What follows belongs to an exercise in optimizing a design on an open flow for small area; a production flow would make more cautious choices.
Only simulation tests tie the RTL to the original design; equivalence was not proved.
No driver is modelled on the clock port, so clock power and skew are understated where the tree is cut down; a real chip needs a root buffer or a tree.
Power and IR drop assume default switching activity.

== onyx ==
Design tagged_message_frame_parser_top, start of the top module:
module tagged_message_frame_parser_top (
    input  logic                  i_clk,
    input  logic                  i_rst_n,
    input  logic                  i_byte_valid,
    output logic                  i_byte_ready,
    input  logic [TAG_W-1:0]      i_byte_in_byte,
    output logic                  o_res_valid,
    input  logic                  o_res_ready,
    output logic [KIND_W-1:0]     o_res_kind,
    output logic [WORD_W-1:0]     o_res_src_id,
    output logic [WORD_W-1:0]     o_res_dest_id,
    output logic [OPC_W-1:0]      o_res_opcode,
    output logic [SIZE_W-1:0]     o_res_packet_len,
    output logic [SIZE_W-1:0]     o_res_message_len,
    output logic [TAG_W-1:0]      o_res_msg_byte,
    output logic                  o_res_last,
    output logic [ERR_W-1:0]      o_res_error_code,
    input  logic                  i_psel,
    input  logic                  i_penable,
    input  logic                  i_pwrite,
    input  logic [APB_ADDR_W-1:0] i_paddr,
    input  logic [APB_DATA_W-1:0] i_pwdata,
    output logic [APB_DATA_W-1:0] o_prdata,
    output logic                  o_pready
);
    localparam logic [4:0] S_TU1   = 5'b000_00;   
    localparam logic [4:0] S_TU2   = 5'b000_01;   
    localparam logic [4:0] S_TU3   = 5'b000_10;   
    localparam logic [4:0] S_TS    = 5'b000_11;   
    localparam logic [4:0] S_HDR0  = 5'b001_00;
    localparam logic [4:0] S_SRC0  = 5'b010_00;
    localparam logic [4:0] S_DST0  = 5'b011_00;
    localparam logic [4:0] S_LEN0  = 5'b100_00;
    localparam logic [4:0] S_MSG1  = 5'b101_00;   
    localparam logic [4:0] S_MSGN  = 5'b101_01;   
    localparam logic [4:0] S_H_D   = 5'b110_00;   
    localparam logic [4:0] S_H_B   = 5'b110_01;   
    localparam logic [4:0] S_H_E0  = 5'b110_10;   
    localparam logic [4:0] S_H_E1  = 5'b111_10;   
    localparam logic [4:0] S_H_E2  = 5'b111_11;   
    logic [TAG_W-1:0]  r_hdr_tag_n, r_uint_tag_n, r_str_tag_n;
    logic [TAG_W-1:0]  r_hdr_tag, r_uint_tag, r_str_tag;
    assign r_hdr_tag  = ~r_hdr_tag_n;
    assign r_uint_tag = ~r_uint_tag_n;
    assign r_str_tag  = ~r_str_tag_n;
    logic [4:0]        r_st, n_st;
    logic              r_valid;
    logic              r_lenok, n_lenok;
    logic [WORD_W-1:0] r_hdr, r_src, r_dst;
  ...
Settings: LEC_CHECK=0, ABC_AREA=1, CAP_MARGIN=20, CORE_MARGIN=2, CORE_UTILIZATION=65, SLEW_MARGIN=20; clock period 5.0 ns.
standard.sh (not shown) runs the stock make flow with config.mk's settings and CLKGATE_MAP_FILE= SYNTH_SCRIPT=/design/flow/synth_recipe.tcl, a recipe that flattens the netlist after the stock synthesis.
==> flow/flow/run.sh <==
#!/bin/bash
# Own layout flow: the standard ORFS flow (standard.sh) with
#  - a copy of ORFS's scripts folder whose abc_area.script is replaced by
#    flow/abc_area.script (a stronger area mapping; registers are mapped by
#    dfflibmap as before, so their names and cells are unchanged);
#  - cts.tcl in that copy builds the clock tree with flow/manual_cts.tcl
#    (a root buffer driving 8 leaf buffers, each at the centre of a balanced
#    cluster of flip-flops) instead of clock_tree_synthesis;
#  - extra ORFS settings from flow/extra.mk appended to the standard flow's config.mk
#    (port buffers use buf_1, CTS buffer list, no CTS dummy loads).
# make's output goes to flow_make.log here; ORFS writes each step's log under
# orfs/logs, copied to flow_logs/ at the end.
set -euo pipefail
W=$PWD
rm -rf "$W/orfs_scripts"
cp -r "$FLOW_HOME/scripts" "$W/orfs_scripts"
cp "$W/flow/abc_area.script" "$W/orfs_scripts/abc_area.script"
grep -q '^log_cmd clock_tree_synthesis {\*}\$cts_args$' "$W/orfs_scripts/cts.tcl"
sed -i "s#^log_cmd clock_tree_synthesis {\*}\\\$cts_args\$#source $W/flow/manual_cts.tcl; manual_cts sky130_fd_sc_hd__clkbuf_8 8 sky130_fd_sc_hd__clkbuf_8#" "$W/orfs_scripts/cts.tcl"
grep -q 'manual_cts sky130' "$W/orfs_scripts/cts.tcl"
cp config.mk own_config.mk
cat "$W/flow/extra.mk" >> own_config.mk
sed -e "s#DESIGN_CONFIG=[^ ]*#DESIGN_CONFIG=$W/own_config.mk SCRIPTS_DIR=$W/orfs_scripts#" standard.sh > own_standard.sh
status=0
bash own_standard.sh > flow_make.log 2>&1 || status=$?
cp -r orfs/logs flow_logs || true
exit $status
==> flow/flow/abc_area.script <==
strash
&get -n
&deepsyn -T 60
&dch -f
&nf -R 30
&put
topo
stime -c
==> flow/flow/extra.mk <==
export BUFFER_PORTS_ARGS = -buffer_cell sky130_fd_sc_hd__buf_1
export SKIP_REPAIR_TIE_FANOUT = 1
export GPL_KEEP_OVERFLOW = 0
Other scripts of this flow, unchanged in this note and not shown: flow/flow/manual_cts.tcl
diff inputs: onyx => cedar
# onyx
export LEC_CHECK = 0
export ABC_AREA = 1
export CAP_MARGIN = 20
export CORE_MARGIN = 2
export CORE_UTILIZATION = 65
export SLEW_MARGIN = 20
create_clock -name core_clock -period 5.0 [get_ports {i_clk}]
# cedar
export LEC_CHECK = 0
export ABC_AREA = 1
export CAP_MARGIN = 20
export CORE_MARGIN = 2
export CORE_UTILIZATION = 40
export GPL_TIMING_DRIVEN = 0
export SLEW_MARGIN = 20
create_clock -name core_clock -period 5.0 [get_ports {i_clk}]
==> flow/flow/extra.mk <==
export BUFFER_PORTS_ARGS = -buffer_cell sky130_fd_sc_hd__buf_1
export SKIP_REPAIR_TIE_FANOUT = 1
export REMOVE_ABC_BUFFERS = 1
--- outcome ---
Required time of the critical path down 0.02 ns in cedar wrt onyx. In terms of internal power summed over all cells, cedar and onyx differ only marginally. On clock transition time at the flip-flop clock pins of the worst setup and hold paths, onyx and cedar are basically level. onyx and cedar ended up with nearly the same setup slack. onyx → cedar: worst hold slack stayed essentially flat; post-route cell area has increased; sequential share of cell area down 0.75 points; vias after detailed routing shrank by about 1.2%; register-to-register slack held steady. For the count of cells resized by post-cts repair, cedar came in 1 higher than onyx did. From onyx to cedar, DRC violation count after routing did not move at all.
--- input diff cedar..indigo ---
# cedar
export LEC_CHECK = 0
export ABC_AREA = 1
export CAP_MARGIN = 20
export CORE_MARGIN = 2
export CORE_UTILIZATION = 40
export GPL_TIMING_DRIVEN = 0
export SLEW_MARGIN = 20
create_clock -name core_clock -period 5.0 [get_ports {i_clk}]
# indigo
export LEC_CHECK = 0
export ABC_AREA = 1
export CAP_MARGIN = 20
export CORE_MARGIN = 2
export CORE_UTILIZATION = 65
export SLEW_MARGIN = 20
create_clock -name core_clock -period 5.0 [get_ports {i_clk}]
==> flow/flow/abc_area.script <==
strash
&get -n
&deepsyn -T 60
&dch -f
&nf -R 1000
&put
topo
stime -c
==> flow/flow/extra.mk <==
export BUFFER_PORTS_ARGS = -buffer_cell sky130_fd_sc_hd__buf_1
export SKIP_REPAIR_TIE_FANOUT = 1
### Flow results
In indigo, the post-route cell area came out 1.7% below the value in cedar.
[compare] base=cedar new=indigo: worst slack at placement increased by 1.15 ns relative to the old numbers; count of inserted tapcells decreased by about 40% relative to the old numbers; met3 wire length increased by 6.9% relative to the old numbers; share of the synthesized area in compound gates (AO/OA/AOI/OAI) closely matched the old numbers; worst-case hold slack closely matched the old numbers.
Transition at the pin with the smallest max-transition slack for indigo: 0.021 ns down relative to cedar
[compare] base=cedar new=indigo: average wire per cell in the routed design up 1.8%; average footprint of a synthesized cell held steady; number of buffer and inverter instances along the worst setup path grew by 2.
Looking at endpoint of the worst setup timing path, the o_res_message_len[27] result is from indigo; the r_st[2] one comes from cedar.
[inputs] violet vs indigo
# indigo
export LEC_CHECK = 0
export ABC_AREA = 1
export CAP_MARGIN = 20
export CORE_MARGIN = 2
export CORE_UTILIZATION = 65
export SLEW_MARGIN = 20
create_clock -name core_clock -period 5.0 [get_ports {i_clk}]
# violet
export LEC_CHECK = 0
export ABC_AREA = 1
export CAP_MARGIN = 20
export CORE_MARGIN = 2
export CORE_UTILIZATION = 40
export SLEW_MARGIN = 20
create_clock -name core_clock -period 5.0 [get_ports {i_clk}]
==> flow/flow/abc_area.script <==
strash
&get -n
&deepsyn -T 60
&dch -f
&nf -R 30
&put
topo
stime -c
Findings:
- On via count of the first global-routing pass: violet sits below indigo.
- Summary of the comparison: synthesized area is higher in violet, relative to indigo.
- Looking at final worst-path setup slack across violet and indigo, the one that comes out higher is indigo.
- [violet vs indigo] die width: higher in violet
- In the flow results for violet and indigo, the depth of the worst register-to-register path is larger on indigo.
- Looking at detailed-route wire length, violet sits 930 um above indigo.
- violet reports a lower met2 global-route usage than indigo does.
- Against indigo as the reference, violet delivers a lower global routing met1 resource utilization.
- Taking indigo as the reference, in violet post-route cell area grew by about 1.7%, power grew by about 0.7%, wire length on met1 grew by 22%.
Here is what was changed in the inputs of zinc compared with violet.
# violet
export LEC_CHECK = 0
export ABC_AREA = 1
export CAP_MARGIN = 20
export CORE_MARGIN = 2
export CORE_UTILIZATION = 40
export SLEW_MARGIN = 20
create_clock -name core_clock -period 5.0 [get_ports {i_clk}]
# zinc
export LEC_CHECK = 0
export ABC_AREA = 1
export CAP_MARGIN = 20
export CORE_MARGIN = 2
export CORE_UTILIZATION = 65
export SLEW_MARGIN = 20
create_clock -name core_clock -period 5.0 [get_ports {i_clk}]
==> flow/flow/abc_area.script <==
strash
&get -n
&deepsyn -T 60
&dch -f
&nf -R 10
&put
topo
stime -c
Higher wire length of the first global-routing pass goes to violet over zinc. [compare] base=violet new=zinc: path length in cells of the critical path grew by 1, area used by multi-input combinational logic climbed about 3%. zinc has met2 track demand over resource in global routing above what violet had. Summary of zinc over violet: die outline width went down; internal power consumption went up by 0.33%; net count of the finished layout rose by 0.40%; required time at the worst-slack endpoint comparable.
[inputs] ember vs zinc
# zinc
export LEC_CHECK = 0
export ABC_AREA = 1
export CAP_MARGIN = 20
export CORE_MARGIN = 2
export CORE_UTILIZATION = 65
export SLEW_MARGIN = 20
create_clock -name core_clock -period 5.0 [get_ports {i_clk}]
# ember
export LEC_CHECK = 0
export ABC_AREA = 1
export CAP_MARGIN = 20
export CORE_MARGIN = 2
export CORE_UTILIZATION = 40
export SLEW_MARGIN = 20
create_clock -name core_clock -period 5.0 [get_ports {i_clk}]
==> flow/flow/abc_area.script <==
strash
&get -n
&deepsyn -T 60
&dch -f
&nf -R 30
&put
topo
stime -c
buffer -c
upsize -c
dnsize -c
Findings:
Between zinc and ember, average detailed-routed wire length per instance is higher for zinc, ember comes in under that. For ember, the worst setup path endpoint was r_st[2], unlike zinc, where it was r_st[3]. Achievable frequency, ember vs zinc: up slightly. Delta (ember minus zinc): final core area utilization saw a decrease; clock transition at the register clock pins on the worst setup and hold paths after CTS saw little to no change; area after synthesis saw an increase; maximum number of pins on one net before global-route repair saw an increase; total half-perimeter wirelength after legalization and detailed placement saw an increase.
In every run of this note, the design's own scripts or RTL, not TritonCTS, make the clock network.

## re-timing with driven ports
How much do the figures lean on ideal ports? The routed layouts below were timed once more, with nothing changed but the port constraints. Step 1, drivers: a clkbuf_16 drives i_clk and a buf_2 each remaining input, both assumed. Step 2 moves the port delays by t, midway between the first and last clock arrival at a register: inputs arrive t later, outputs are due t later. That takes back most of the time a late clock gives input paths. Three values: ideal, step 1, step 2; two values: the first two.
run | t (ns) | setup WS [ns] | worst register clock-pin slew, ns
onyx | 0.421 | 0.224 / 0.224 / 0.224 | 0.11 / 0.11
cedar | 0.431 | 0.226 / 0.226 / 0.226 | 0.11 / 0.11
indigo | 0.414 | 0.410 / 0.374 / 0.412 | 0.10 / 0.10
violet | 0.430 | 0.343 / 0.343 / 0.343 | 0.11 / 0.11
zinc | 0.422 | 0.317 / 0.317 / 0.317 | 0.11 / 0.11
ember | 0.429 | 0.360 / 0.360 / 0.360 | 0.11 / 0.11
After both steps setup and hold are still met in every run listed.
